Source: an optimization exercise on an open RTL-to-GDS flow (aim: small area). Production flows keep margins and buffers that such runs may drop.
In this exercise RTL edits were held to simulation tests only and were not proved equivalent to the original.
The flow treats the clock pin as an ideal source, which a real chip does not have.
Power is estimated from default activity; no workload was simulated.

==> constraint.sdc <==
create_clock -name core_clock -period 7.5 [get_ports {clk}]
set_input_delay 1.5000 -clock core_clock [delete_from_list [all_inputs] [get_ports {clk}]]
set_output_delay 1.5000 -clock core_clock [all_outputs]
set_load 0.01 [all_outputs]
==> config.mk <==
export PLATFORM = sky130hd
export DESIGN_NAME = btb_predictor
export DESIGN_NICKNAME = btb_predictor
export VERILOG_FILES = /design/flow/design.v
export SDC_FILE = /design/flow/constraint.sdc
export NUM_CORES = 4
export LEC_CHECK = 0
export CAP_MARGIN = 20
export CORE_MARGIN = 2
export CORE_UTILIZATION = 50
export GPL_TIMING_DRIVEN = 0
export PLACE_DENSITY = 0.65
export SETUP_SLACK_MARGIN = 0.1
export SLEW_MARGIN = 20
==> flow/gen_netlist.py <==
#!/usr/bin/env python3
"""Rewrite the combinational logic of the standard synthesis netlist of
btb_predictor with a hand-mapped structure, keeping every register of the
standard synthesis (instance name and cell type) as it is.

usage: gen_netlist.py STANDARD_NETLIST OUT_NETLIST
Exits non-zero (and writes nothing) if the registers are not the expected ones.
"""
import re
import sys

ENTRIES, TAG_W, WIDTH = 16, 26, 32
P = "sky130_fd_sc_hd__"

src = open(sys.argv[1]).read()

# ---- registers of the standard synthesis -------------------------------
inst_re = re.compile(r"^\s*(sky130_fd_sc_hd__\w+)\s+(\\\S+ |\S+)\s*\(", re.M)
regs = {}
for m in inst_re.finditer(src):
    cell, name = m.group(1), m.group(2)
    base = cell[len(P):]
    if not base.startswith(("df", "edf", "sdf", "dl")):
        continue
    if re.match(r"\\swap_q\$\S+ $", name):
        regs[("swap_q", 0, 0)] = (cell, name)
        continue
    r = re.match(r"\\(valid_q|tag_q|target_q|ctr_q)\[(\d+)\](?:\[(\d+)\])?\$\S+ $", name)
    if not r:
        sys.exit("unexpected register " + name)
    key = (r.group(1), int(r.group(2)), int(r.group(3)) if r.group(3) else 0)
    regs[key] = (cell, name)

expect = {("swap_q", 0, 0): "dfrtp"}
for i in range(ENTRIES):
    expect[("valid_q", i, 0)] = "dfrtp"
    for k in range(TAG_W):
        expect[("tag_q", i, k)] = "dfxtp"
    for k in range(WIDTH):
        expect[("target_q", i, k)] = "dfxtp"
    for k in range(2):
        expect[("ctr_q", i, k)] = "dfxtp"
if set(regs) != set(expect):
    sys.exit("register set differs from the expected one")
for key, kind in expect.items():
    if not regs[key][0].startswith(P + kind + "_"):
        sys.exit("unexpected cell type for %s: %s" % (key, regs[key][0]))

# ---- netlist builder ----------------------------------------------------
body = []
wires = []
cnt = [0]


def net():
    cnt[0] += 1
    n = "n%d" % cnt[0]
    wires.append(n)
    return n


def cell(kind, out_pin, out=None, **pins):
    cnt[0] += 1
    inst = "g%d" % cnt[0]
    y = out if out else net()
    conns = ", ".join(".%s(%s)" % (p, v) for p, v in pins.items())
    body.append("  %s%s %s (%s, .%s(%s));" % (P, kind, inst, conns, out_pin, y))
    return y


def inv(a): return cell("inv_1", "Y", A=a)
def inv2(a): return cell("inv_2", "Y", A=a)
def inv4(a): return cell("inv_4", "Y", A=a)
def nand2(a, b): return cell("nand2_1", "Y", A=a, B=b)
def nor2(a, b): return cell("nor2_1", "Y", A=a, B=b)
def nor3(a, b, c): return cell("nor3_1", "Y", A=a, B=b, C=c)
def nor4(a, b, c, d): return cell("nor4_1", "Y", A=a, B=b, C=c, D=d)
def nand4(a, b, c, d): return cell("nand4_1", "Y", A=a, B=b, C=c, D=d)
def nand3(a, b, c): return cell("nand3_1", "Y", A=a, B=b, C=c)
def and2(a, b, out=None): return cell("and2_1", "X", out=out, A=a, B=b)
def and3(a, b, c, out=None): return cell("and3_1", "X", out=out, A=a, B=b, C=c)
def or2(a, b): return cell("or2_1", "X", A=a, B=b)
def xor2(a, b): return cell("xor2_1", "X", A=a, B=b)
def xnor2(a, b): return cell("xnor2_1", "Y", A=a, B=b)
def a32o(a1, a2, a3, b1, b2, out=None):
    return cell("a32o_1", "X", out=out, A1=a1, A2=a2, A3=a3, B1=b1, B2=b2)
def maj3(a, b, c): return cell("maj3_1", "X", A=a, B=b, C=c)
def a21o(a1, a2, b1): return cell("a21o_1", "X", A1=a1, A2=a2, B1=b1)
def o21a(a1, a2, b1): return cell("o21a_1", "X", A1=a1, A2=a2, B1=b1)
def a22o(a1, a2, b1, b2): return cell("a22o_1", "X", A1=a1, A2=a2, B1=b1, B2=b2)
def o22ai(a1, a2, b1, b2): return cell("o22ai_1", "Y", A1=a1, A2=a2, B1=b1, B2=b2)


def nand_all(xs):
    """NAND of a list of signals (at most 32), in three fast levels."""
    g = []
    xs = list(xs)
    while xs:
        grp, xs = xs[:4], xs[4:]
        g.append({4: nand4, 3: nand3, 2: nand2, 1: inv}[len(grp)](*grp))
    h = []
    while g:
        grp, g = g[:2], g[2:]
        h.append({2: nor2, 1: inv}[len(grp)](*grp))
    return {4: nand4, 3: nand3, 2: nand2, 1: inv}[len(h)](*h)


def and_all(xs, out=None):
    """AND of a list of signals."""
    g = []
    xs = list(xs)
    while xs:
        grp, xs = xs[:4], xs[4:]
        if len(grp) == 4:
            g.append(nand4(*grp))
        elif len(grp) == 3:
            g.append(nand3(*grp))
        elif len(grp) == 2:
            g.append(nand2(*grp))
        else:
            g.append(inv(grp[0]))
    # g are active-low; AND = NOR of g
    h = []
    while g:
        grp, g = g[:4], g[4:]
        if len(grp) == 4:
            h.append(nor4(*grp))
        elif len(grp) == 3:
            h.append(nor3(*grp))
        elif len(grp) == 2:
            h.append(nor2(*grp))
        else:
            h.append(inv(grp[0]))
    if len(h) == 1:
        return h[0]
    if len(h) == 2:
        return and2(*h, out=out)
    if len(h) == 3:
        return and3(*h, out=out)
    return and_all(h, out=out)


def predecode(b0, b1):
    """Active-high and active-low one-hot decode of two bits."""
    n0, n1 = inv(b0), inv(b1)
    lit0 = [n0, b0]
    lit1 = [n1, b1]
    hi = [nor2(lit0[1 - (j & 1)], lit1[1 - (j >> 1)]) for j in range(4)]
    return hi


def predecode_n(b0, b1, n0=None):
    """Active-low one-hot decode of two bits (n0: b0's complement, if at hand)."""
    n0, n1 = n0 or inv(b0), inv(b1)
    lit0 = [n0, b0]
    lit1 = [n1, b1]
    return [nand2(lit0[j & 1], lit1[j >> 1]) for j in range(4)]


def selects_n(pcbus, copies=1):
    """Active-low one-hot row selects for pc[5:2] ^ swap_q (the row that
    holds the entry now), each from a strong inverter."""
    sw = q[("swap_q", 0, 0)]
    la_n = predecode_n(xor2(pcbus(2), sw), pcbus(3), xnor2(pcbus(2), sw))
    lb_n = predecode_n(pcbus(4), pcbus(5))
    sel = [nor2(la_n[i % 4], lb_n[i // 4]) for i in range(ENTRIES)]
    sel_n = [[inv4(x) for x in sel] for _ in range(copies)]
    return sel_n, la_n, lb_n


def read(sel_n, data):
    """AND-OR read of one bit over the rows, as a product of sums:
    returns (r1, r2) whose AND is the selected row's bit."""
    y = [o22ai(sel_n[2 * j], data[2 * j], sel_n[2 * j + 1], data[2 * j + 1])
         for j in range(ENTRIES // 2)]
    return nor4(*y[0:4]), nor4(*y[4:8])


q = {key: net() for key in expect}

fpc = lambda b: "fetch_pc[%d]" % b
epc = lambda b: "ex_pc[%d]" % b

# The tag, target and counter rows hold their fields XOR swap_q (phase p).
p_n = inv2(q[("swap_q", 0, 0)])
p_bus = inv4(p_n)
p = inv2(p_n)


def flip_bus(x):
    """x ^ p, with a strong driver for the 16 rows it is written to."""
    return inv2(xnor2(x, p_bus))


# ---- fetch side ---------------------------------------------------------
# Two copies of the fetch row selects: one for valid, tag and counter, one
# for the target.
(fs_n, ft_n), _, _ = selects_n(fpc, 2)
fv = read(fs_n, [q[("valid_q", i, 0)] for i in range(ENTRIES)])
fm = []
for k in range(TAG_W):
    r1, r2 = read(fs_n, [q[("tag_q", i, k)] for i in range(ENTRIES)])
    fm.append(xor2(nand2(r1, r2), xor2(fpc(6 + k), p)))
hit_n = nand_all(fm + list(fv))
cell("inv_1", "Y", out="btb_hit", A=hit_n)
# out = hit & (row ^ p) = (hit & !p & row) | (hit & p & !row)
# two copies of each gate, each for half of the outputs
hnp, hp = or2(hit_n, p), or2(hit_n, p_n)
hit_np = [inv4(hnp), inv4(hnp)]
hit_p = [inv4(hp), inv4(hp)]
r1, r2 = read(fs_n, [q[("ctr_q", i, 1)] for i in range(ENTRIES)])
a32o(hit_np[1], r1, r2, hit_p[1], nand2(r1, r2), out="predict_taken")
for k in range(WIDTH):
    r1, r2 = read(ft_n, [q[("target_q", i, k)] for i in range(ENTRIES)])
    h = k * 2 // WIDTH
    a32o(hit_np[h], r1, r2, hit_p[h], nand2(r1, r2), out="predict_target[%d]" % k)

# ---- EX side ------------------------------------------------------------
(es_n,), ela_n, elb_n = selects_n(epc)
ev = read(es_n, [q[("valid_q", i, 0)] for i in range(ENTRIES)])
em = []
ex_tag_p = [flip_bus(epc(6 + k)) for k in range(TAG_W)]
ex_target_p = [flip_bus("ex_target[%d]" % k) for k in range(WIDTH)]
for k in range(TAG_W):
    r1, r2 = read(es_n, [q[("tag_q", i, k)] for i in range(ENTRIES)])
    em.append(xor2(nand2(r1, r2), ex_tag_p[k]))
ex_hit = and_all(em + list(ev))

c1 = xor2(nand2(*read(es_n, [q[("ctr_q", i, 1)] for i in range(ENTRIES)])), p_n)
c0 = xor2(nand2(*read(es_n, [q[("ctr_q", i, 0)] for i in range(ENTRIES)])), p_n)
c0_n = inv(c0)
m1 = maj3(c1, c0, "ex_taken")
m0 = maj3(c1, c0_n, "ex_taken")
new1 = flip_bus(nand2(nor2("ex_uncond", m1), ex_hit))
new0 = flip_bus(a21o(ex_hit, m0, "ex_uncond"))
go = nor2(inv("ex_update"), "ex_jalr")
take = or2("ex_taken", "ex_uncond")
wr_entry = and2(go, take)
wr_ctr = o21a(take, ex_hit, go)
ela = [inv(x) for x in ela_n]
lbw = [nor2(elb_n[j], inv(wr_entry)) for j in range(4)]
lbc = [nor2(elb_n[j], inv(wr_ctr)) for j in range(4)]
# The entry trained at this edge sits in row ex_idx now and in row ex_idx ^ 1
# after the edge: row r is written when row r ^ 1 is selected.
sel_t_n = [nand2(ela[i % 4], lbw[i // 4]) for i in range(ENTRIES)]
sel_c_n = [nand2(ela[i % 4], lbc[i // 4]) for i in range(ENTRIES)]
en_t = [inv4(sel_t_n[r ^ 1]) for r in range(ENTRIES)]
en_tn = [inv4(en_t[r]) for r in range(ENTRIES)]
en_c = [inv(sel_c_n[r ^ 1]) for r in range(ENTRIES)]
en_cn = [inv(en_c[r]) for r in range(ENTRIES)]
rst_n = inv2("rst")

# ---- registers ----------------------------------------------------------
for key in sorted(expect):
    cellname, inst = regs[key]
    field, i, k = key
    if field == "swap_q":
        pins = ".CLK(clk), .D(%s), .RESET_B(%s), .Q(%s)" % (p_n, rst_n, q[key])
    elif field == "valid_q":
        d = or2(q[(field, i ^ 1, k)], en_t[i])
        pins = ".CLK(clk), .D(%s), .RESET_B(%s), .Q(%s)" % (d, rst_n, q[key])
    else:
        # loaded inverted: !(write ? field ^ p : partner row)
        if field == "tag_q":
            x, e, en = ex_tag_p[k], en_t[i], en_tn[i]
        elif field == "target_q":
            x, e, en = ex_target_p[k], en_t[i], en_tn[i]
        else:
            x, e, en = [new0, new1][k], en_c[i], en_cn[i]
        d = o22ai(en, x, e, q[(field, i ^ 1, k)])
        pins = ".CLK(clk), .D(%s), .Q(%s)" % (d, q[key])
    body.append("  %s %s(%s);" % (cellname, inst, pins))

hdr = """module btb_predictor(clk, rst, fetch_pc, btb_hit, predict_taken, predict_target, ex_update, ex_pc, ex_taken, ex_target, ex_uncond, ex_jalr);
  input clk;
  input rst;
  input [31:0] fetch_pc;
  output btb_hit;
  output predict_taken;
  output [31:0] predict_target;
  input ex_update;
  input [31:0] ex_pc;
  input ex_taken;
  input [31:0] ex_target;
  input ex_uncond;
  input ex_jalr;
"""
with open(sys.argv[2], "w") as f:
    f.write(hdr)
    for w in wires:
        f.write("  wire %s;\n" % w)
    f.write("\n".join(body))
    f.write("\nendmodule\n")
==> design.v <==
package btb_types;
  localparam int MAX_WIDTH = 32;
  typedef logic [1:0] ctr_t;
  localparam ctr_t SNT = 2'd0;
  localparam ctr_t WNT = 2'd1;
  localparam ctr_t WT  = 2'd2;
  localparam ctr_t ST  = 2'd3;
  typedef struct packed {
    logic                 valid;
    logic [MAX_WIDTH-1:0] tag;
    logic [MAX_WIDTH-1:0] target;
    ctr_t                 ctr;
  } btb_entry_t;
  localparam ctr_t CTR_ALLOC_COND = WT;
  localparam ctr_t CTR_ALLOC_JAL  = ST;
  function automatic integer idx_bits(input integer entries);
    idx_bits = $clog2(entries);
  endfunction
  function automatic integer tag_bits(input integer width, input integer entries);
    tag_bits = width - $clog2(entries) - 2;
  endfunction
endpackage
import btb_types::*;
module sat_ctr2
(
  input  logic [1:0] ctr,
  input  logic taken,
  input  logic force_strong,
  output logic [1:0] ctr_next
);
  logic [1:0] ctr_bits;
  assign ctr_bits = ctr;
  always_comb begin
    ctr_next = ctr;
    if (force_strong) begin
      ctr_next = ST;
    end else if (taken) begin
      if (ctr != ST) ctr_next = ctr_bits + 2'd1;
    end else begin
      if (ctr != SNT) ctr_next = ctr_bits - 2'd1;
    end
  end
endmodule
import btb_types::*;
module btb_predictor
#(
  parameter int ENTRIES = 16,
  parameter int WIDTH   = 32
) (
  input  logic             clk,
  input  logic             rst,
  input  logic [WIDTH-1:0] fetch_pc,
  output logic             btb_hit,
  output logic             predict_taken,
  output logic [WIDTH-1:0] predict_target,
  input  logic             ex_update,
  input  logic [WIDTH-1:0] ex_pc,
  input  logic             ex_taken,
  input  logic [WIDTH-1:0] ex_target,
  input  logic             ex_uncond,
  input  logic             ex_jalr
);
  localparam int IDX   = $clog2(ENTRIES);
  localparam int TAG_W = WIDTH - IDX - 2;
  logic [ENTRIES-1:0] valid_q;
  logic [TAG_W-1:0]   tag_q    [0:ENTRIES-1];
  logic [WIDTH-1:0]   target_q [0:ENTRIES-1];
  logic [1:0]         ctr_q    [0:ENTRIES-1];
  logic [IDX-1:0]     fetch_idx;
  logic [IDX-1:0]     ex_idx;
  logic [TAG_W-1:0]   fetch_tag;
  logic [TAG_W-1:0]   ex_tag;
  logic [ENTRIES-1:0] fetch_sel;
  logic [ENTRIES-1:0] ex_sel;
  logic swap_q;
  always_ff @(posedge clk or posedge rst) begin
    if (rst) swap_q <= 1'b0;
    else     swap_q <= ~swap_q;
  end
  assign fetch_idx = fetch_pc[IDX+1:2] ^ IDX'(swap_q);
  assign ex_idx    = ex_pc[IDX+1:2] ^ IDX'(swap_q);
  assign fetch_tag = fetch_pc[WIDTH-1:IDX+2];
  assign ex_tag    = ex_pc[WIDTH-1:IDX+2];
  always_comb begin
    for (int i = 0; i < ENTRIES; i++) begin
      fetch_sel[i] = (fetch_idx == IDX'(i));
      ex_sel[i]    = (ex_idx == IDX'(i));
    end
  end
  logic               f_valid;
  logic [TAG_W-1:0]   f_tag;
  logic [WIDTH-1:0]   f_target;
  logic               f_ctr1;
  logic               e_valid;
  logic [TAG_W-1:0]   e_tag;
  logic [1:0]         e_ctr;
  logic [TAG_W-1:0]   f_tag_q;
  logic [WIDTH-1:0]   f_target_q;
  logic               f_ctr1_q;
  logic [TAG_W-1:0]   e_tag_q;
  logic [1:0]         e_ctr_q;
  always_comb begin
    f_valid  = 1'b0;
    f_tag_q    = '0;
    f_target_q = '0;
    f_ctr1_q   = 1'b0;
    e_valid    = 1'b0;
    e_tag_q    = '0;
    e_ctr_q    = '0;
    for (int i = 0; i < ENTRIES; i++) begin
      f_valid  = f_valid  | (fetch_sel[i] & valid_q[i]);
      f_tag_q    = f_tag_q    | ({TAG_W{fetch_sel[i]}} & tag_q[i]);
      f_target_q = f_target_q | ({WIDTH{fetch_sel[i]}} & target_q[i]);
      f_ctr1_q   = f_ctr1_q   | (fetch_sel[i] & ctr_q[i][1]);
      e_valid    = e_valid    | (ex_sel[i] & valid_q[i]);
      e_tag_q    = e_tag_q    | ({TAG_W{ex_sel[i]}} & tag_q[i]);
      e_ctr_q    = e_ctr_q    | ({2{ex_sel[i]}} & ctr_q[i]);
    end
  end
  assign f_tag    = f_tag_q ^ {TAG_W{swap_q}};
  assign f_target = f_target_q ^ {WIDTH{swap_q}};
  assign f_ctr1   = f_ctr1_q ^ swap_q;
  assign e_tag    = e_tag_q ^ {TAG_W{swap_q}};
  assign e_ctr    = e_ctr_q ^ {2{swap_q}};
  logic fetch_hit;
  assign fetch_hit      = f_valid & (f_tag == fetch_tag);
  assign btb_hit        = fetch_hit;
  assign predict_taken  = fetch_hit & f_ctr1;
  assign predict_target = {WIDTH{fetch_hit}} & f_target;
  logic       ex_hit;
  logic       ex_take;
  logic       ex_go;
  logic       wr_entry;
  logic       wr_ctr;
  logic [1:0] ctr_next;
  logic [1:0] new_ctr;
  assign ex_hit  = e_valid & (e_tag == ex_tag);
  assign ex_take = ex_taken | ex_uncond;
  assign ex_go   = ex_update & ~ex_jalr;
  assign wr_entry = ex_go & ex_take;
  assign wr_ctr   = ex_go & (ex_take | ex_hit);
  sat_ctr2 u_sat_ctr2 (
    .ctr          (e_ctr),
    .taken        (ex_taken),
    .force_strong (ex_uncond),
    .ctr_next     (ctr_next)
  );
  assign new_ctr = ex_hit ? ctr_next : (ex_uncond ? CTR_ALLOC_JAL : CTR_ALLOC_COND);
  generate
    for (genvar gi = 0; gi < ENTRIES; gi++) begin : g_row
      logic wr_here;
      assign wr_here = ex_sel[gi ^ 1];
      always_ff @(posedge clk or posedge rst) begin
        if (rst) valid_q[gi] <= 1'b0;
        else     valid_q[gi] <= (wr_entry && wr_here) || valid_q[gi ^ 1];
      end
      always_ff @(posedge clk) begin
        tag_q[gi]    <= ~((wr_entry && wr_here) ? (ex_tag ^ {TAG_W{swap_q}})    : tag_q[gi ^ 1]);
        target_q[gi] <= ~((wr_entry && wr_here) ? (ex_target ^ {WIDTH{swap_q}}) : target_q[gi ^ 1]);
        ctr_q[gi]    <= ~((wr_ctr && wr_here)   ? (new_ctr ^ {2{swap_q}})       : ctr_q[gi ^ 1]);
      end
    end
  endgenerate
endmodule
==> flow/run.sh <==
#!/bin/bash
# Own layout flow: the standard synthesis, then its combinational logic
# replaced by a hand-mapped netlist (flow/gen_netlist.py) that keeps every
# register of the standard synthesis (name and cell type), then the standard
# layout steps. Each tool's output goes to a log_*.txt file here.
set -euo pipefail
W=$(pwd)
R=$W/orfs/results/$FLOW_PLATFORM/btb_predictor/base

bash standard.sh synth > "$W/log_synth.txt" 2>&1
cp "$R/1_2_yosys.v" "$W/std_netlist.v"
if python3 flow/gen_netlist.py "$W/std_netlist.v" "$W/gen_netlist.v" > "$W/log_gen.txt" 2>&1; then
  cp "$W/gen_netlist.v" "$R/1_2_yosys.v"
  rm -f "$R/1_synth.odb" "$R/1_synth.sdc"
else
  echo "gen_netlist failed; keeping the standard netlist" >> "$W/log_gen.txt"
fi

# Port buffers are buf_1. The clock tree has no dummy loads and is built
# from clkbuf_8 leaves over small clusters; if the flip-flop clock-pin slew
# it gives (estimated from placement) is high, it is rebuilt with smaller
# clusters, then with the default settings.
PORTS="BUFFER_PORTS_ARGS=-buffer_cell sky130_fd_sc_hd__buf_1"
BASE="-sink_clustering_enable -repair_clock_nets"
TRIES=(
  "$BASE -dont_use_dummy_load -buf_list {sky130_fd_sc_hd__clkbuf_8} -sink_clustering_size 16 -sink_clustering_max_diameter 60"
  "$BASE -dont_use_dummy_load -buf_list {sky130_fd_sc_hd__clkbuf_8} -sink_clustering_size 12 -sink_clustering_max_diameter 40"
  "$BASE"
)
n=0
for CTS in "${TRIES[@]}"; do
  n=$((n + 1))
  rm -f "$R/4_1_cts.odb" "$R/4_cts.odb" "$R/4_cts.sdc"
  bash standard.sh "CTS_ARGS=$CTS" "$PORTS" cts > "$W/log_cts$n.txt" 2>&1
  ODB="$R/4_cts.odb" SDC="$R/4_cts.sdc" openroad -no_init -exit flow/clk_slew.tcl > "$W/log_slew$n.txt" 2>&1 || true
  slew=$(awk '/^WORST_CLK_SLEW/ {print $2}' "$W/log_slew$n.txt")
  echo "try $n: worst clock-pin slew ${slew:-unknown}" >> "$W/log_slew.txt"
  if [[ -n "$slew" ]] && awk -v s="$slew" 'BEGIN {exit !(s < 0.110)}'; then
    break
  fi
done
bash standard.sh "CTS_ARGS=$CTS" "$PORTS" finish > "$W/log_layout.txt" 2>&1
==> flow/clk_slew.tcl <==
set P /OpenROAD-flow-scripts/flow/platforms/sky130hd
read_lef $P/lef/sky130_fd_sc_hd.tlef
read_lef $P/lef/sky130_fd_sc_hd_merged.lef
read_liberty $P/lib/sky130_fd_sc_hd__tt_025C_1v80.lib
read_db $::env(ODB)
read_sdc $::env(SDC)
source $P/setRC.tcl
set_propagated_clock [all_clocks]
estimate_parasitics -placement
set worst 0
foreach p [get_pins -hierarchical */CLK] {
  set s [get_property $p slew_max]
  if {$s > $worst} {set worst $s}
}
puts "WORST_CLK_SLEW $worst"
==> standard.sh <==
#!/bin/bash
# synth_recipe.tcl (not shown) runs the flow's synth.tcl, then flattens the netlist and writes it again
# the make line also repeats each setting of config.mk as NAME=value (left out here)
make -C /OpenROAD-flow-scripts/flow DESIGN_CONFIG=/design/flow/config.mk WORK_HOME=/design/flow/orfs CLKGATE_MAP_FILE= SYNTH_SCRIPT=/design/flow/synth_recipe.tcl "${@:-finish}"
==> flow_summary.yaml, run 1 <==
global_route:
  grt_usage_pct: 38.3
  antenna_found_initial: 1
  overflow: 0
  grt_max_degree: 61
  grt_pass1_vias: 31900
  grt_pass1_wl_um: 205000
detailed_routing:
  drc_errors: 0
  drt_iter0_markers: 5868
  dr_total_vias: 34500
  viasPerCell: 7.56
  routedWlPerCell_um: 31.1
  drtAntennaViolNets: 0
  first_pass_iters: 7
  wirelength_um: 142000
floorplan:
  die_h_um: 268
  rows: 96
  die_x_um: 268
  dieArea_mm2: 0.0716
  initial_core_util_pct: 50.5
  core-area_mm2: 0.0687
  io_pins: 136
critical_path:
  arrival_ps: 5890
  critical_path.startpoint: "fetch_pc[2]"
  rrSetupSlack_ps: 2690
  timing.rr.start: "swap_q"
  required_ps: 6000
  critPathMaxFanout: 28
  cp-end-kind: "output port"
  setup.worst_path.class: "in2out"
  rr_worst_depth: 18
  start_kind: "input port"
  reg2reg_to: "ctr_q[1][0]"
clock_network:
  cts_setup_buffers: 0
  cts.sinks: 977
  clkTransAtPathRegs_ps: 90
  htreeDepth: 3
  cts_resized: 0
  cts_made_buffers: 73
  cts_tree: "yes"
  clk_path_buf_depth: 3
  holdBufCountCts: 0
  clock_latency_ps: 730
  root_buffer: "clkbuf_8"
hold_path:
  hold_end: "target_q[14][4]"
  min_from: "target_q[15][4]"
  hold_class: "reg2reg"
  holdPathStages: 1
pwr:
  leakage_nw: 14.0
  powerDensity_mw_per_mm2: 297
  ir_drop_uv: 172
synth:
  yosysWarningCount: 5
  netlist_instances: 3429
  syn_avg_cell_area_um2: 10.1
  synth_fp_nets: 3531
  synth.cell_area_mm2: 0.0347
sta:
  setup_viol: 0
  layout_min_cycle_time_ps: 7390
  rsz0062_at_grt: "false"
  tns_ps: 0
  relSlewSlack_pct: 20.9
  fin_worst_skew_ps: 60.5
  whs_ps: 393
  slew_violations: 0
  finalHoldViolations: 0
  finalCritPeriodShare_pct: 98.6
  tightest_slew_ps: 1190
  fmaxAchievable_mhz: 135
job:
  drv_cap: 0
final_layout:
  stdcell_area_mm2: 0.0374
  drive_gt1_share_pct: 6.08
  area_growth_pct: 7.68
  nets: 3737
place:
  place_hpwl_um: 64800
  io_buffers: 131
  gp_congestion: 0.843
  place_area_mm2: 0.0364
status:
  status: "complete, no violations"
## how the worst max path moves through the flow
stage,end,slack (ps),depth (start not counted)
after CTS,predict_target[22],440,16
after global placement,predict_target[22],440,16
final,predict_target[23],110,16
after floorplan,predict_taken,2330,14
after global routing,predict_target[23],130,16
after detailed placement,predict_target[22],450,16
## placed cells by master (no fill, tap or decap), types with 2 or more instances in the layout
master / n
o22ai_1: 1672
dfxtp_1: 960
nor4_1: 179
nand2_1: 136
buf_1: 131
inv_4: 84
xor2_1: 82
clkbuf_8: 73
inv_2: 63
xnor2_1: 62
inv_1: 54
nor2_1: 45
a32o_1: 33
or2_1: 19
dfrtp_1: 17
nand4_1: 15
and2_1: 2
maj3_1: 2
## final cells by class
| class | instances | area [um^2] |
|---|---|---|
| fillers | 6453 | 31300 |
| diodes | 1 | 2.50 |
| repair buffers | 131 | 492 |
| flip-flops and latches | 977 | 19600 |
| clock buffers | 73 | 1000 |
| multi-input cells | 2250 | 14100 |
| inverters | 202 | 973 |
| well taps | 931 | 1160 |
## registers in the layout (all words and copies together), names as in the netlist
register / cells
swap_q: 1
tag_q: 416
target_q: 512
ctr_q: 32
valid_q: 16
## where the power goes
| group | switching [mW] | leakage [nW] | internal (mW) | total (mW) |
|---|---|---|---|---|
| clock | 1.67 | 0.525 | 0.877 | 2.55 |
| sequential | 0.756 | 8.51 | 6.36 | 7.12 |
| combinational | 0.798 | 4.92 | 0.658 | 1.46 |
## per-stage QoR
step	power [mW]	utilization [%]	setup slack (ps)	instances
after global routing	11.5	54.4	133	4565
after detailed placement	8.58	53.0	447	4491
after CTS	11.0	54.4	439	4564
after global placement	8.51	53.0	444	4491
final	11.1	54.4	108	4565
after floorplan	8.08	-	2330	3429
## per-layer routing
metal	routed length (um)	share of wire (%)	global-route usage [%]	vias to the layer above
li1	-	-	-	14500
met1	54400	38	50.5	16500
met2	61100	43	58.7	2890
met3	18800	13	9.45	640
met4	7620	5.4	18.7	0
met5	0	0	0	-
## worst max-delay path, stage by stage
cell and delay (ps):
buf_1 100, xor2_1 180, nand2_1 180, nor2_1 140, inv_4 420, o22ai_1 170, nor4_1 350, nand2_1 240
xor2_1 200, nand4_1 330, nor2_1 350, nand4_1 310, or2_1 430, inv_4 350, a32o_1 350, buf_1 200
==> run 2: changes to the inputs <==
--- a/flow/gen_netlist.py
+++ b/flow/gen_netlist.py
@@ -73,3 +73,3 @@
 def inv4(a): return cell("inv_4", "Y", A=a)
-def nand2(a, b): return cell("nand2_1", "Y", A=a, B=b)
+def nand2(a, b, out=None): return cell("nand2_1", "Y", out=out, A=a, B=b)
 def nor2(a, b): return cell("nor2_1", "Y", A=a, B=b)
@@ -202,8 +202,15 @@
     r1, r2 = read(fs_n, [q[("tag_q", i, k)] for i in range(ENTRIES)])
-    fm.append(xor2(nand2(r1, r2), xor2(fpc(6 + k), p)))
-hit_n = nand_all(fm + list(fv))
-cell("inv_1", "Y", out="btb_hit", A=hit_n)
+    # 1 when the row's stored tag bit equals the PC's
+    fm.append(xor2(nand2(r1, r2), fpc(6 + k)))
+# The rows hold tags XOR p: a hit is a valid row whose stored tag equals the
+# PC's when p is 0 and differs from it in every bit when p is 1.
+ne = []
+for j in range(0, TAG_W, 4):
+    grp = fm[j:j + 4]
+    ne.append({4: nor4, 3: nor3, 2: nor2, 1: inv}[len(grp)](*grp))
+hnp = nand_all(fm + list(fv) + [p_n])
+hp = nand_all(ne + list(fv) + [p])
+nand2(hnp, hp, out="btb_hit")
 # out = hit & (row ^ p) = (hit & !p & row) | (hit & p & !row)
 # two copies of each gate, each for half of the outputs
-hnp, hp = or2(hit_n, p), or2(hit_n, p_n)
 hit_np = [inv4(hnp), inv4(hnp)]
==> run 2 against run 1 <==
Final cell count down 1.4%. Synthesized cell count is 0.41% lower. Hold slack improved by 20 ps. Cell area down 0.54%. Combinational power is 3% higher. Critical path depth is the same. Clock-buffer cell count is 1 higher. Largest cell class unchanged. Largest power group unchanged.
==> flow_summary.yaml, run 2 <==
critical_path:
  start_kind: "input port"
  critPathMaxFanout: 28
  required_ps: 6000
  setup.worst_path.class: "in2out"
  cp-end-kind: "output port"
  arrival_ps: 5760
detailed_routing:
  met2_length_um: 63300
  drc_errors: 0
  routedWlPerCell_um: 32.4
  drt_iter0_markers: 6117
  wl_met3_um: 20600
  drtAntennaViolNets: 0
  dr_total_vias: 35300
  wirelength_um: 146000
  wl_met1_um: 53400
  top_layer: "met4"
  first_pass_iters: 6
  viasPerCell: 7.83
synth:
  synth.cell_area_mm2: 0.0346
  syn_avg_cell_area_um2: 10.1
  yosysWarningCount: 5
  netlist_instances: 3415
  synth_fp_nets: 3517
sta:
  finalCritPeriodShare_pct: 96.8
  rsz0062_at_grt: "false"
  fmaxAchievable_mhz: 138
  finalHoldViolations: 0
  slew_violations: 0
  tns_ps: 0
  whs_ps: 413
  layout_min_cycle_time_ps: 7260
  fin_worst_skew_ps: 35.5
  relSlewSlack_pct: 19.1
  tightest_slew_ps: 1210
  setup_viol: 0
clock_network:
  holdBufCountCts: 0
  htreeDepth: 3
  clock_latency_ps: 730
  root_buffer: "clkbuf_8"
  cts_made_buffers: 74
  clkTransAtPathRegs_ps: 100
  cts_tree: "yes"
  cts_setup_buffers: 0
  cts.sinks: 977
  clk_path_buf_depth: 3
final_layout:
  final_cells: 4503
  fillers: 6115
  reg.largest.list: "target_q: 512 flops, tag_q: 416 flops, ctr_q: 32 flops"
  largest_reg_flops: 512
  most-common-layout-cells: "o22ai_1, dfxtp_1, nor4_1, nand2_1, buf_1"
  top_register: "target_q"
  final_common_cell: "o22ai_1"
  stdcell_area_mm2: 0.0372
  drive_gt1_share_pct: 6.19
  area_growth_pct: 7.61
  multiInputGateArea_mm2: 0.0140
  nets: 3724
  regArea_mm2: 0.0196
pwr:
  power_switching_mw: 3.28
  seq_power_share_pct: 63.9
  leakage_nw: 13.9
  powerDensity_mw_per_mm2: 301
  p_clk_share_pct: 22.7
  intPower_mw: 7.91
  p_sw_share_pct: 29.3
  ir_drop_uv: 193
  combPwrFrac_pct: 13.4
global_route:
  antenna_found_initial: 1
  overflow: 0
  grt_usage_pct: 39.3
  grt_max_degree: 61
  grt_pass1_vias: 34300
  grt_pass1_wl_um: 212000
status:
  status: "complete, no violations"
place:
  gp_congestion: 0.837
  io_buffers: 131
  place_hpwl_um: 69600
  dp.cells: 4428
  place_area_mm2: 0.0362
floorplan:
  core-area_mm2: 0.0685
  die_h_um: 267
  dieArea_mm2: 0.0712
  io_pins: 136
  initial_core_util_pct: 50.5
  die_x_um: 267
  rows: 96
job:
  drv_cap: 0
hold_path:
  hold_class: "reg2reg"
[run 2: stage by stage]
step                      utilization [%]  power, mW  worst slack (ps)
after CTS                            54.3       11.1               435
after global placement               52.8       8.46               180
final                                54.3       11.2               237
after global routing                 54.3       11.6               212
after detailed placement             52.8       8.65              69.4
after floorplan                         -       8.09              2360
[run 2: power groups by stage]
stage / Combinational (mW) / Clock, mW / Sequential, mW
2_1_floorplan: 1.08 / 0 / 7.01
3_3_place_gp: 1.35 / 0 / 7.11
3_5_place_dp: 1.44 / 0 / 7.21
4_1_cts: 1.44 / 2.54 / 7.10
5_1_grt: 1.61 / 2.74 / 7.26
6_report: 1.50 / 2.54 / 7.15
[run 2: worst max-delay path, cell delays in order]
cell     delay [ps]
buf_1           110
xor2_1          190
nand2_1         180
nor2_1          140
inv_4           450
o22ai_1         200
nor4_1          420
nand2_1         130
xor2_1          200
nor4_1          600
nand4_1         300
nor2_1          160
nand2_1         230
inv_4           390
a32o_1          320
buf_1           210
[run 2: layout make-up]
type	instances	area share (%)
sequential	977	52.8
multi-input combinational	2236	37.5
tap	882	2.97
clock buffer	74	2.74
inverter	202	2.62
timing repair buffer	131	1.32
antenna	1	0.00673
[run 2: final timing paths]
kind	from	endpoint	slack, ps	cells past startpoint
max in group asynchronous	rst	valid_q[5]	6500	2
setup / recovery	fetch_pc[2]	predict_target[31]	240	16
setup reg to reg	swap_q	ctr_q[7][1]	2410	18
hold / removal	target_q[11][0]	target_q[10][0]	410	1
min in group asynchronous	rst	valid_q[0]	730	2
hold reg to reg	target_q[11][0]	target_q[10][0]	410	1
[run 2: what timing repair did]
action / 4_1_cts / 5_1_grt
setup endpoints to repair: 5 / 0
hold endpoints to repair: 0 / 0
gates resized for setup: 1 / 0
[run 2: layer usage]
layer  vias to the layer above  global-route usage (%)
met2                      3252                    60.5
met3                       746                    11.0
met4                         0                    21.2
met5                         -                       0
li1                      14500                       -
met1                     16800                    50.1
==> run 3: changes to the inputs <==
--- a/flow/gen_netlist.py
+++ b/flow/gen_netlist.py
@@ -206,6 +206,3 @@
 # PC's when p is 0 and differs from it in every bit when p is 1.
-ne = []
-for j in range(0, TAG_W, 4):
-    grp = fm[j:j + 4]
-    ne.append({4: nor4, 3: nor3, 2: nor2, 1: inv}[len(grp)](*grp))
+ne = [nor2(fm[j], fm[j + 1]) for j in range(0, TAG_W, 2)]
 hnp = nand_all(fm + list(fv) + [p_n])
==> run 3 against run 2 <==
Still clean on timing, DRC and antenna. Register-to-register slack better by 250 ps. Clock-buffer cell count up 1. Worst setup slack better by 34 ps. Cell area increased by 0.21%. Sequential share of layout area is 0.11 points lower. Critical path depth decreased by 1. Via count hardly changed. Final cell count rose by 1.3%. Largest power group unchanged. Die area about the same. Combinational power hardly changed. Global-route usage decreased by 0.10 points. Non-clock buffer count stayed put.
==> flow_summary.yaml, run 3 <==
global_route:
  grt_max_degree: 61
  grt_pass1_vias: 34600
  grt_pass1_wl_um: 211000
  overflow: 0
  grt_usage_pct: 39.2
  antenna_found_initial: 1
detailed_routing:
  dr_total_vias: 35300
  drtAntennaViolNets: 0
  first_pass_iters: 7
  drc_errors: 0
  viasPerCell: 7.74
  drt_iter0_markers: 5976
  routedWlPerCell_um: 32.0
  wirelength_um: 146000
final_layout:
  top_register: "target_q"
  largest_reg_flops: 512
  reg.largest.list: "target_q: 512 flops, tag_q: 416 flops, ctr_q: 32 flops"
  fin_util_pct: 54.3
  final_cells: 4560
  area_growth_pct: 7.79
  stdcell_area_mm2: 0.0373
  nets: 3732
  drive_gt1_share_pct: 6.15
  final_common_cell: "o22ai_1"
  most-common-layout-cells: "o22ai_1, dfxtp_1, nor4_1, nand2_1, buf_1"
floorplan:
  io_pins: 136
  rows: 96
  die_x_um: 267
  die_h_um: 267
  dieArea_mm2: 0.0713
  core-area_mm2: 0.0686
  initial_core_util_pct: 50.4
clock_network:
  clkTransAtPathRegs_ps: 100
  clock_latency_ps: 720
  holdBufCountCts: 0
  clk_path_buf_depth: 3
  cts_setup_buffers: 0
  cts_made_buffers: 75
  cts.sinks: 977
  cts_tree: "yes"
  root_buffer: "clkbuf_8"
  cts_resized: 0
  htreeDepth: 3
sta:
  slew_violations: 0
  tns_ps: 0
  rsz0062_at_grt: "false"
  finalCritPeriodShare_pct: 96.4
  whs_ps: 386
  layout_min_cycle_time_ps: 7230
  fin_worst_skew_ps: 69.8
  setup_slack_ps: 271
  finalHoldViolations: 0
  tightest_slew_ps: 1250
  setup_viol: 0
  relSlewSlack_pct: 16.9
  fmaxAchievable_mhz: 138
critical_path:
  critPathMaxFanout: 28
  critPathMaxStageDelay_ps: 590
  crit_slowest_cell: "nor4_1"
  cp_num_buf_inv: 4
  required_ps: 6000
  critPathTopFamily: "simple AND/OR/NAND/NOR gates"
  setup.worst_path.class: "in2out"
  arrival_ps: 5730
  start_kind: "input port"
  cp_cell_sequence: "buf_1 > xor2_1 > nand2_1 > nor2_1 > inv_4 > o22ai_1 > nor4_1 > nand2_1 > xor2_1 > nand4_1 > nor2_1 > nand4_1 > inv_4 > a32o_1 > buf_1"
  cp-end-kind: "output port"
place:
  place_hpwl_um: 69600
  dp.cells: 4484
  io_buffers: 131
  gp_congestion: 0.869
  dp_slack_ps: 593
  place_area_mm2: 0.0362
synth:
  synth.cell_area_mm2: 0.0346
  yosysWarningCount: 5
  syn_avg_cell_area_um2: 10.1
  synth_fp_nets: 3524
  netlist_instances: 3422
pwr:
  leakage_nw: 13.9
  finalPower_mw: 11.2
  powerDensity_mw_per_mm2: 301
  ir_drop_uv: 215
job:
  drv_cap: 0
hold_path:
  hold_class: "reg2reg"
status:
  status: "complete, no violations"
## run 3: worst register-to-register path, delay by kind of cell (launching register included)
kind,cells,cell delay [ps]
AOI/OAI and AO/OA,2,380
xor gates and xnor gates,2,630
DFF,1,630
and+or+nand+nor,5,1610
buffers and inverters,6,1480
## run 3: area by class of cell
| class | count | area (um^2) |
|---|---|---|
| Tap cell | 931 | 1160 |
| Clock buffer | 75 | 1030 |
| Inverter | 201 | 970 |
| Fill cell | 6092 | 31300 |
| Timing Repair Buffer | 131 | 492 |
| Multi-Input combinational cell | 2244 | 14000 |
| Antenna cell | 1 | 2.50 |
| Sequential cell | 977 | 19600 |
## run 3: power by group
group | leakage, nW | switching (mW) | total [mW] | internal [mW]
clock network | 0.539 | 1.67 | 2.57 | 0.900
logic | 4.86 | 0.852 | 1.51 | 0.661
registers | 8.51 | 0.791 | 7.16 | 6.37
total | 13.9 | 3.31 | 11.2 | 7.93
## run 3: path summary, 6_finish.rpt
path / start / to / slack (ps) / cells after the start
setup / recovery: fetch_pc[2] / predict_target[30] / 270 / 15
hold / removal: target_q[14][26] / target_q[15][26] / 390 / 1
setup reg to reg: swap_q / ctr_q[0][0] / 2660 / 15
hold reg to reg: target_q[14][26] / target_q[15][26] / 390 / 1
max in group asynchronous: rst / valid_q[7] / 6490 / 2
min in group asynchronous: rst / valid_q[5] / 720 / 2
## run 3: layer usage
metal | GRT usage, % | wire [um]
met1 | 49.1 | 53000
met2 | 60.5 | 63600
met3 | 10.6 | 20100
met4 | 23.6 | 9380
met5 | 0.139 | 0

what the ideal ports hide:
No port has a modelled driver above. Below, the same layouts with a new extraction and two added sets of constraints.
Step 1 (the two cells are an assumption about what drives the block):
set clk [get_ports {clk}]
set_driving_cell -lib_cell sky130_fd_sc_hd__clkbuf_16 $clk
set_driving_cell -lib_cell sky130_fd_sc_hd__buf_2 [delete_from_list [all_inputs] $clk]
Step 2 also shifts input and output timing later by t, the mid clock arrival at the registers, as if the neighbouring blocks saw the same clock.
a / b / c = ideal / step 1 / step 2; a / b = the first two.
run | t (ns) | slack for setup (ns) | clock arrival spread, ns
run 1 | 0.771 | 0.108 / 0.083 / 0.083 | 0.070 / 0.070
run 2 | 0.764 | 0.237 / 0.215 / 0.215 | 0.059 / 0.059
run 3 | 0.756 | 0.271 / 0.244 / 0.244 | 0.085 / 0.085
After both steps setup and hold are still met in every run listed. The setup slack of run 3, which loses most, moves by -0.027 ns with the drivers and by -0.027 ns with both steps.
